From an optimization exercise on the open Yosys and OpenROAD flow, aimed at small area, a short achievable clock period and few clock cycles per item; shortcuts taken in it are not production practice.
Function was checked by simulation only, so behaviour that the tests miss may differ from the original.
Power figures rest on the tool's default switching activity, not on a simulated workload.

## priority_tune_note_sequencer_unit
module priority_tune_note_sequencer_unit #(
    parameter int TUNE_DEPTH = ptns_pkg::TUNE_DEPTH_DEFAULT
) (
    input  wire logic        clk,
    input  wire logic        rst_n,
    input  wire logic        req_valid,
    output logic             req_ready,
    input  wire logic [1:0]  req_command,
    input  wire logic [7:0]  req_word_address,
    input  wire logic [31:0] req_note_word,
    input  wire logic [7:0]  req_tune_start,
    input  wire logic [7:0]  req_request_priority,
    output logic             rsp_valid,
    input  wire logic        rsp_ready,
    output logic             rsp_timer_enable,
    output logic [15:0]      rsp_period,
    output logic [15:0]      rsp_compare,
    output logic             rsp_counter_restart,
    output logic             rsp_pin_forced_low,
    output logic             rsp_note_active,
    output logic [7:0]       rsp_current_priority,
    output logic [7:0]       rsp_note_index,
    input  wire logic        cfg_valid,
    output logic             cfg_ready,
    input  wire logic        cfg_index,
    input  wire logic [15:0] cfg_data
);
    localparam int DLY = 5;
    localparam logic [1:0] C_LOAD = 2'd0;
    localparam logic [1:0] C_PLAY = 2'd1;
    localparam logic [1:0] C_TICK = 2'd2;
    localparam logic [1:0] A_NONE   = 2'd0;    
    localparam logic [1:0] A_HALT   = 2'd1;    
    localparam logic [1:0] A_PAUSE  = 2'd2;    
    localparam logic [1:0] A_NORMAL = 2'd3;    
    localparam int RW = 20;
    logic [1:0]  volume_q;
    logic [15:0] pause_q;
    always_ff @(posedge clk or negedge rst_n)
    begin
        if (!rst_n)
        begin
            volume_q <= 2'd3;
            pause_q  <= 16'd1;
        end
        else if (cfg_valid)
        begin
            if (cfg_index) pause_q  <= cfg_data;
            else           volume_q <= cfg_data[1:0];
        end
    end
    assign cfg_ready = 1'b1;
    logic fs;        
    logic bs;        
    logic        sk_v;
    logic [1:0]  sk_cmd;
    logic [5:0]  sk_a;
    logic [31:0] sk_d;
    logic        r1_v;
    logic [1:0]  r1_cmd;
    logic [5:0]  r1_a;       
    logic [63:0] r1_sel;     
  ...
Size in the first run: about 7400 cells after synthesis, about 140 I/O pins.
==> flow/config.mk <==
export PLATFORM = sky130hd
export DESIGN_NAME = priority_tune_note_sequencer_unit
export DESIGN_NICKNAME = priority_tune_note_sequencer_unit
export VERILOG_FILES = /design/flow/design.v
export SDC_FILE = /design/flow/constraint.sdc
export NUM_CORES = 4
export LEC_CHECK = 0
export ABC_AREA = 1
export CAP_MARGIN = 20
export CORE_MARGIN = 2
export CORE_UTILIZATION = 40
export CTS_CLUSTER_DIAMETER = 80
export CTS_CLUSTER_SIZE = 24
export SETUP_SLACK_MARGIN = 3.5
export SLEW_MARGIN = 20
==> flow/constraint.sdc <==
create_clock -name core_clock -period 6.0 [get_ports {clk}]
set_input_delay 1.2000 -clock core_clock [delete_from_list [all_inputs] [get_ports {clk}]]
set_output_delay 1.2000 -clock core_clock [all_outputs]
set_load 0.01 [all_outputs]
run.sh (not shown) runs the stock make flow with config.mk's settings and CLKGATE_MAP_FILE= SYNTH_SCRIPT=/design/flow/synth_recipe.tcl, a recipe that flattens the netlist after the stock synthesis.
Testbench counts at the start, summed over its fixed seeds: cycles 6,396, items 6,112.
Next try:
--- a/flow/design.v
+++ b/flow/design.v
@@ -286,21 +286,22 @@
     logic        acc;
     logic [5:0]  in_a;
     logic [31:0] in_d;
     logic [1:0]  nx_cmd;
     logic [5:0]  nx_a;
     logic [5:0]  naddr_q;    
     assign req_ready = !sk_v;
     assign acc       = req_valid && !sk_v;
     assign in_a      = (req_command == C_PLAY) ? req_tune_start[5:0] : req_word_address[5:0];
-    assign in_d      = (req_command == C_LOAD) ? req_note_word : {24'd0, req_request_priority};
+    assign in_d      = {req_note_word[31:8],
+                        (req_command == C_LOAD) ? req_note_word[7:0] : req_request_priority};
     assign nx_cmd    = sk_v ? sk_cmd : req_command;
-    assign nx_a      = (nx_cmd == C_TICK) ? naddr_q : (sk_v ? sk_a : in_a);
+    assign nx_a      = nx_cmd[1] ? naddr_q : (sk_v ? sk_a : in_a);
     always_ff @(posedge clk or negedge rst_n)
     begin
         if (!rst_n)
         begin
             sk_v <= 1'b0;
             r1_v <= 1'b0;
         end
         else if (!fs)
         begin
@@ -490,19 +491,19 @@
         nrec_two = 1'b0;
         for (int i = 0; i < DLY; i++)
         begin
             nrec_two = nrec_two || (nrec_any && d_normal[i]);
             nrec_any = nrec_any || d_normal[i];
         end
     end
     assign need_div  = nrec_two || (nrec_any && !qh_v);
     assign div_start = r2_v && !div_hit && !need_div
-                    && (normal || (is_tick && !note && !tone_zero && !tone_pause));
+                    && (normal || (r2_cmd[1] && !note && !tone_zero && !tone_pause));
     ptns_div u_div (
         .clk   (clk),
         .rst_n (rst_n),
         .start (div_start),
         .tone  (tone),
         .hit   (div_hit),
         .done  (div_done),
         .quo   (div_q)
     );
Outcome:
- clock-buffer cell count grows by 13
- core utilization shrinks by 0.64 points
- via count shrinks slightly
- final cell count shrinks slightly
- combinational power shrinks by a few percent
- sequential power grows by a few percent
- hold slack gets better by 0.010 ns
- routed wire length shrinks by a few percent
Testbench counts after the change, summed over its fixed seeds: cycles 6,393, items 6,112.


Setup of alpha:
Another version of the RTL of priority_tune_note_sequencer_unit (not shown whole).
Size in the first run: about 7500 cells after synthesis, about 140 I/O pins, roughly 99000 um2 of cells after synthesis.
Settings: LEC_CHECK=0, ABC_AREA=1, CAP_MARGIN=20, CORE_MARGIN=2, CORE_UTILIZATION=40, CTS_CLUSTER_DIAMETER=80, CTS_CLUSTER_SIZE=24, SETUP_SLACK_MARGIN=3.5, SLEW_MARGIN=20; clock period 6.0 ns.
alpha: done, clean on timing, DRC and antenna
Testbench counts of alpha, summed over its fixed seeds: cycles 6,300, items 6,112.
## Diff of input files: beta against alpha
--- a/flow/design.v
+++ b/flow/design.v
@@ -246,15 +246,15 @@
     output logic [7:0]       rsp_current_priority,
     output logic [7:0]       rsp_note_index,
     input  wire logic        cfg_valid,
     output logic             cfg_ready,
     input  wire logic        cfg_index,
     input  wire logic [15:0] cfg_data
 );
-    localparam int DLY = 5;
+    localparam int DLY = 4;
     localparam logic [1:0] C_LOAD = 2'd0;
     localparam logic [1:0] C_PLAY = 2'd1;
     localparam logic [1:0] C_TICK = 2'd2;
     localparam logic [1:0] A_NONE   = 2'd0;    
     localparam logic [1:0] A_HALT   = 2'd1;    
     localparam logic [1:0] A_PAUSE  = 2'd2;    
     localparam logic [1:0] A_NORMAL = 2'd3;    
@@ -394,15 +394,15 @@
     assign wlen       = r2_w[15:0];
     assign is_play    = (r2_cmd == C_PLAY);
     assign is_tick    = (r2_cmd == C_TICK);
     assign note       = (is_play && (r2_prio >= prio_q)) || (is_tick && end_q);
     assign tone_zero  = (tone == '0);
     assign tone_pause = (tone == pause_q);
     assign normal     = note && !tone_zero && !tone_pause;
-    assign hz         = r2_v && note && need_div;
+    assign hz         = r2_v && normal && !div_hit && need_div;
     assign fs         = bs || hz;
     assign fire       = r2_v && !fs;
     logic [RW-1:0] rec;
     logic [1:0]    rec_action;
     logic          rec_active;
     logic [7:0]    rec_prio;
     logic [7:0]    rec_index;
Notes after the runs:
- Delta (beta minus alpha): setup slack on the worst flop-to-flop path decreased 0.08 ns; final area increased 2.4%.
- [beta vs alpha] required arrival time at the worst endpoint: higher in beta
- beta: count of vias placed by the detailed router is 556 higher than what alpha reported.
- beta vs. alpha: global-route total usage across every layer went up by 0.83 points.
- beta against alpha: effective utilization at floorplan was more or less identical; net count after synthesis was more or less identical; final critical-path share of the clock period went up by 0.95 points; total core area was more or less identical; shortest clock period the worst path allows after layout went up by 0.057 ns.
- Instance count on the critical path (higher): beta
- Summary: with alpha as the reference, number of flip-flops and latches in beta moved down slightly.
Testbench counts of beta, summed over its fixed seeds: cycles 6,326, items 6,112.


== run a ==
priority_tune_note_sequencer_unit, a different RTL version from the one above (not shown whole).
Size: about 7400 cells after synthesis, about 2500 flip-flops, about 140 I/O pins, about 97000 um2 of cells after synthesis.
Settings: LEC_CHECK=0, ABC_AREA=1, CAP_MARGIN=20, CORE_MARGIN=2, CORE_UTILIZATION=40, CTS_CLUSTER_DIAMETER=80, CTS_CLUSTER_SIZE=24, SETUP_SLACK_MARGIN=3.5, SLEW_MARGIN=20; clock period 6.0 ns.
Testbench counts of run a, summed over its fixed seeds: cycles 6,300, items 6,112.
[inputs] run b vs run a
--- a/flow/design.v
+++ b/flow/design.v
@@ -255,13 +255,13 @@
     localparam logic [1:0] C_PLAY = 2'd1;
     localparam logic [1:0] C_TICK = 2'd2;
     localparam logic [1:0] A_NONE   = 2'd0;    
     localparam logic [1:0] A_HALT   = 2'd1;    
     localparam logic [1:0] A_PAUSE  = 2'd2;    
     localparam logic [1:0] A_NORMAL = 2'd3;    
-    localparam int RW = 12;
+    localparam int RW = 20;
     logic [1:0]  volume_q;
     logic [15:0] pause_q;
     always_ff @(posedge clk or negedge rst_n)
     begin
         if (!rst_n)
         begin
@@ -371,12 +371,13 @@
             r2_ts   <= r1_a;
             r2_prio <= r1_d[7:0];
             r2_w    <= rd_data;
         end
     end
     logic [7:0]  prio_q;
+    logic [7:0]  index_q;
     logic        active_q;   
     logic [16:0] left_q;     
     logic        end_q;      
     logic [15:0] tone;
     logic [15:0] wlen;
     logic        is_play;
@@ -394,26 +395,29 @@
     assign is_play    = (r2_cmd == C_PLAY);
     assign is_tick    = (r2_cmd == C_TICK);
     assign note       = (is_play && (r2_prio >= prio_q)) || (is_tick && end_q);
     assign tone_zero  = (tone == '0);
     assign tone_pause = (tone == pause_q);
     assign normal     = note && !tone_zero && !tone_pause;
-    assign hz         = r2_v && note && need_div;
+    assign hz         = r2_v && normal && !div_hit && need_div;
     assign fs         = bs || hz;
     assign fire       = r2_v && !fs;
     logic [RW-1:0] rec;
     logic [1:0]    rec_action;
     logic          rec_active;
     logic [7:0]    rec_prio;
+    logic [7:0]    rec_index;
     always_comb
     begin
         rec_action = A_NONE;
         rec_active = active_q;
         rec_prio   = prio_q;
+        rec_index  = index_q;
         if (note)
         begin
+            rec_index  = is_play ? 8'd1 : index_q + 8'd1;
             rec_prio   = (wlen == '0) ? 8'd0 : (is_play ? r2_prio : prio_q);
             rec_active = !tone_zero && (wlen != '0);
             if (tone_zero || (is_tick && tone_pause))
             begin
                 rec_action = A_HALT;
             end
@@ -424,24 +428,26 @@
             else
             begin
                 rec_action = A_NORMAL;
             end
         end
     end
-    assign rec = {rec_action, is_tick, rec_active, rec_prio};
+    assign rec = {rec_action, is_tick, rec_active, rec_prio, rec_index};
     always_ff @(posedge clk or negedge rst_n)
     begin
         if (!rst_n)
         begin
             prio_q   <= '0;
+            index_q  <= '0;
             active_q <= 1'b0;
             end_q    <= 1'b0;
         end
         else if (fire)
         begin
             prio_q   <= rec_prio;
+            index_q  <= rec_index;
             active_q <= rec_active;
             if (note)
             begin
                 end_q <= 1'b0;
             end
             else if (is_tick && active_q)
@@ -565,36 +571,31 @@
     logic [7:0]    o_prio;
     logic [7:0]    o_index;
     logic [15:0]   o_period;
     logic [15:0]   o_compare;
     logic          o_load;
     assign head          = d_rec[DLY*RW-1 -: RW];
-    assign head_action   = head[11:10];
+    assign head_action   = head[19:18];
     assign head_v        = d_v[DLY-1];
     assign bs            = (o_v && !rsp_ready) || (d_normal[DLY-1] && !qh_v);
     assign o_load        = !bs && head_v;
     assign o_take_normal = !bs && d_normal[DLY-1];
     always_ff @(posedge clk or negedge rst_n)
     begin
         if (!rst_n)
         begin
             o_v       <= 1'b0;
             o_running <= 1'b0;
-            o_index   <= '0;
             o_period  <= 16'd999;
             o_compare <= 16'd500;
         end
         else
         begin
             o_v <= bs ? (o_v && !rsp_ready) : head_v;
             if (o_load)
             begin
-                if (head_action != A_NONE)
-                begin
-                    o_index <= head[9] ? o_index + 8'd1 : 8'd1;
-                end
                 case (head_action)
                     A_HALT:
                     begin
                         o_running <= 1'b0;
                         o_period  <= 16'd5000;
                         o_compare <= 16'd5001;
@@ -622,15 +623,16 @@
     end
     always_ff @(posedge clk)
     begin
         if (o_load)
         begin
             o_restart <= (head_action == A_HALT) || (head_action == A_NORMAL);
-            o_stop    <= (head_action == A_HALT) || ((head_action == A_NORMAL) && head[9]);
-            o_active  <= head[8];
-            o_prio    <= head[7:0];
+            o_stop    <= (head_action == A_HALT) || ((head_action == A_NORMAL) && head[17]);
+            o_active  <= head[16];
+            o_prio    <= head[15:8];
+            o_index   <= head[7:0];
         end
     end
     assign rsp_valid            = o_v;
     assign rsp_timer_enable     = o_running;
     assign rsp_period           = o_period;
     assign rsp_compare          = o_compare;
Notes after the runs:
Run b has completed all stages; timing, DRC and antenna checks passed.
Combinational-cell power consumption in run b is about 5% below run a.
Area after synthesis: run b > run a
Higher power share of the sequential group was reported by run b, not run a.
Diff run a -> run b: die footprint up about 1.3%, share of the cycle needed by the critical path after routing down 3.6 points, worst setup slack before clock tree synthesis down 360 ps.
Global-route usage (higher): run a
On required time reported for the critical path endpoint: between run a and run b, it ends up higher for run a.
Looking at startpoint-to-endpoint class of the critical path, the flip-flop to flip-flop result is from run a; the flip-flop to primary output one comes from run b.
Testbench counts of run b, summed over its fixed seeds: cycles 6,297, items 6,112.


old:
Another version of the RTL of priority_tune_note_sequencer_unit (not shown whole).
Size in the first run: roughly 7400 cells after synthesis, roughly 2600 flip-flops.
Settings: LEC_CHECK=0, ABC_AREA=1, CAP_MARGIN=20, CORE_MARGIN=2, CORE_UTILIZATION=40, CTS_CLUSTER_DIAMETER=80, CTS_CLUSTER_SIZE=24, SETUP_SLACK_MARGIN=3.5, SLEW_MARGIN=20; clock period 6.0 ns.
Testbench counts of old, summed over its fixed seeds: cycles 6,297, items 6,112.
## Diff of input files: new against old
-- flow/design.v --
<<< old, line 259
    localparam logic [1:0] A_PAUSE  = 2'd2;    
    localparam logic [1:0] A_NORMAL = 2'd3;    
    localparam int RW = 20;
    logic [1:0]  volume_q;
    logic [15:0] pause_q;
>>> new, line 259
    localparam logic [1:0] A_PAUSE  = 2'd2;    
    localparam logic [1:0] A_NORMAL = 2'd3;    
    localparam int RW = 12;
    logic [1:0]  volume_q;
    logic [15:0] pause_q;
<<< old, line 278
    logic fs;        
    logic bs;        
    logic        sk_v;
    logic [1:0]  sk_cmd;
>>> new, line 278
    logic fs;        
    logic bs;        
    logic        rdy_q;      
    logic        sk_v;
    logic [1:0]  sk_cmd;
<<< old, line 294
    logic [5:0]  nx_a;
    logic [5:0]  naddr_q;    
    assign req_ready = !sk_v;
    assign acc       = req_valid && !sk_v;
    assign in_a      = (req_command == C_PLAY) ? req_tune_start[5:0] : req_word_address[5:0];
    assign in_d      = {req_note_word[31:8],
>>> new, line 295
    logic [5:0]  nx_a;
    logic [5:0]  naddr_q;    
    assign sk_v      = !rdy_q;
    assign req_ready = rdy_q;
    assign acc       = req_valid && rdy_q;
    assign in_a      = (req_command == C_PLAY) ? req_tune_start[5:0] : req_word_address[5:0];
    assign in_d      = {req_note_word[31:8],
<<< old, line 305
        if (!rst_n)
        begin
            sk_v <= 1'b0;
            r1_v <= 1'b0;
        end
        else if (!fs)
        begin
            sk_v <= 1'b0;
            r1_v <= sk_v || acc;
        end
        else if (acc)
        begin
            sk_v <= 1'b1;
        end
    end
>>> new, line 307
        if (!rst_n)
        begin
            rdy_q <= 1'b1;
            r1_v  <= 1'b0;
        end
        else if (!fs)
        begin
            rdy_q <= 1'b1;
            r1_v  <= sk_v || acc;
        end
        else if (acc)
        begin
            rdy_q <= 1'b0;
        end
    end
<<< old, line 373
    end
    logic [7:0]  prio_q;
    logic [7:0]  index_q;
    logic        active_q;   
    logic [16:0] left_q;     
>>> new, line 375
    end
    logic [7:0]  prio_q;
    logic        active_q;   
    logic [16:0] left_q;     
<<< old, line 404
    logic          rec_active;
    logic [7:0]    rec_prio;
    logic [7:0]    rec_index;
    always_comb
    begin
>>> new, line 405
    logic          rec_active;
    logic [7:0]    rec_prio;
    always_comb
    begin
<<< old, line 410
        rec_active = active_q;
        rec_prio   = prio_q;
        rec_index  = index_q;
        if (note)
        begin
            rec_index  = is_play ? 8'd1 : index_q + 8'd1;
            rec_prio   = (wlen == '0) ? 8'd0 : (is_play ? r2_prio : prio_q);
            rec_active = !tone_zero && (wlen != '0);
>>> new, line 410
        rec_active = active_q;
        rec_prio   = prio_q;
        if (note)
        begin
            rec_prio   = (wlen == '0) ? 8'd0 : (is_play ? r2_prio : prio_q);
            rec_active = !tone_zero && (wlen != '0);
<<< old, line 430
        end
    end
    assign rec = {rec_action, is_tick, rec_active, rec_prio, rec_index};
    always_ff @(posedge clk or negedge rst_n)
    begin
>>> new, line 428
        end
    end
    assign rec = {rec_action, is_tick, rec_active, rec_prio};
    always_ff @(posedge clk or negedge rst_n)
    begin
<<< old, line 436
        begin
            prio_q   <= '0;
            index_q  <= '0;
            active_q <= 1'b0;
            end_q    <= 1'b0;
>>> new, line 434
        begin
            prio_q   <= '0;
            active_q <= 1'b0;
            end_q    <= 1'b0;
<<< old, line 443
        begin
            prio_q   <= rec_prio;
            index_q  <= rec_index;
            active_q <= rec_active;
            if (note)
>>> new, line 440
        begin
            prio_q   <= rec_prio;
            active_q <= rec_active;
            if (note)
<<< old, line 573
    logic          o_load;
    assign head          = d_rec[DLY*RW-1 -: RW];
    assign head_action   = head[19:18];
    assign head_v        = d_v[DLY-1];
    assign bs            = (o_v && !rsp_ready) || (d_normal[DLY-1] && !qh_v);
>>> new, line 569
    logic          o_load;
    assign head          = d_rec[DLY*RW-1 -: RW];
    assign head_action   = head[11:10];
    assign head_v        = d_v[DLY-1];
    assign bs            = (o_v && !rsp_ready) || (d_normal[DLY-1] && !qh_v);
<<< old, line 584
            o_v       <= 1'b0;
            o_running <= 1'b0;
            o_period  <= 16'd999;
            o_compare <= 16'd500;
>>> new, line 580
            o_v       <= 1'b0;
            o_running <= 1'b0;
            o_index   <= '0;
            o_period  <= 16'd999;
            o_compare <= 16'd500;
<<< old, line 592
            if (o_load)
            begin
                case (head_action)
                    A_HALT:
>>> new, line 589
            if (o_load)
            begin
                if (head_action != A_NONE)
                begin
                    o_index <= head[9] ? o_index + 8'd1 : 8'd1;
                end
                case (head_action)
                    A_HALT:
<<< old, line 625
        begin
            o_restart <= (head_action == A_HALT) || (head_action == A_NORMAL);
            o_stop    <= (head_action == A_HALT) || ((head_action == A_NORMAL) && head[17]);
            o_active  <= head[16];
            o_prio    <= head[15:8];
            o_index   <= head[7:0];
        end
    end
>>> new, line 626
        begin
            o_restart <= (head_action == A_HALT) || (head_action == A_NORMAL);
            o_stop    <= (head_action == A_HALT) || ((head_action == A_NORMAL) && head[9]);
            o_active  <= head[8];
            o_prio    <= head[7:0];
        end
    end
new has final critical path time including I/O delays and setup below what old had.
Delta (new minus old): share of the clock period used by the worst path after layout dropped 1.7 points, setup slack +100 ps, register area share after synthesis shows a reduction of 0.19 points.
On fraction of synthesized cell area in xor and xnor cells, old and new are basically level.
Between new and old, it is new whose cell count after synthesis is lower, by 1.2%.
Diff old -> new: antenna cell count climbed 1, clock network power share shows a reduction of 0.9 points, transition time at the pin with the least slew margin saw a decrease, per-cell via count in the routed design went down 2.5%, final weighted congestion of routability-driven global placement rose about 1.4%.
Share of flip-flops with an asynchronous set or reset after synthesis delta (new -> old): insignificant
new vs old — clock buffer count from CTS dropped by a little under 10%
Critical path depth for new: 2 down relative to old
Testbench counts of new, summed over its fixed seeds: cycles 6,297, items 6,112.

[static timing again, ports no longer ideal]
No port has a modelled driver above. Below, the same layouts with a new extraction and two added sets of constraints. Step 1 (the two cells are an assumption about what drives the block):
set clk [get_ports {clk}]
set_driving_cell -lib_cell sky130_fd_sc_hd__clkbuf_16 $clk
set_driving_cell -lib_cell sky130_fd_sc_hd__buf_2 [delete_from_list [all_inputs] $clk]
Step 2 moves the port delays by t, midway between the first and last clock arrival at a register: inputs arrive t later, outputs are due t later. That takes back most of the time a late clock gives input paths. Three values: ideal, step 1, step 2; two values: the first two.
run	t, ns	setup slack, ns	latest minus earliest clock arrival (ns)
the first run of note 1	0.926	3.244 / 3.204 / 2.745	0.072 / 0.072
the second run of note 1	0.926	3.087 / 3.087 / 2.668	0.065 / 0.066
alpha	0.901	3.205 / 3.115 / 2.824	0.056 / 0.056
beta	0.927	3.148 / 3.098 / 2.759	0.062 / 0.062
run a	0.914	3.027 / 3.027 / 2.631	0.066 / 0.066
run b	0.914	3.244 / 3.151 / 2.824	0.054 / 0.053
old	0.925	3.058 / 3.058 / 2.618	0.054 / 0.054
new	0.918	3.161 / 3.124 / 2.518	0.082 / 0.082
After both steps setup and hold are still met in every run listed. For new, which loses most, drivers alone change the setup slack by -0.037 ns; drivers and shift together by -0.643 ns.
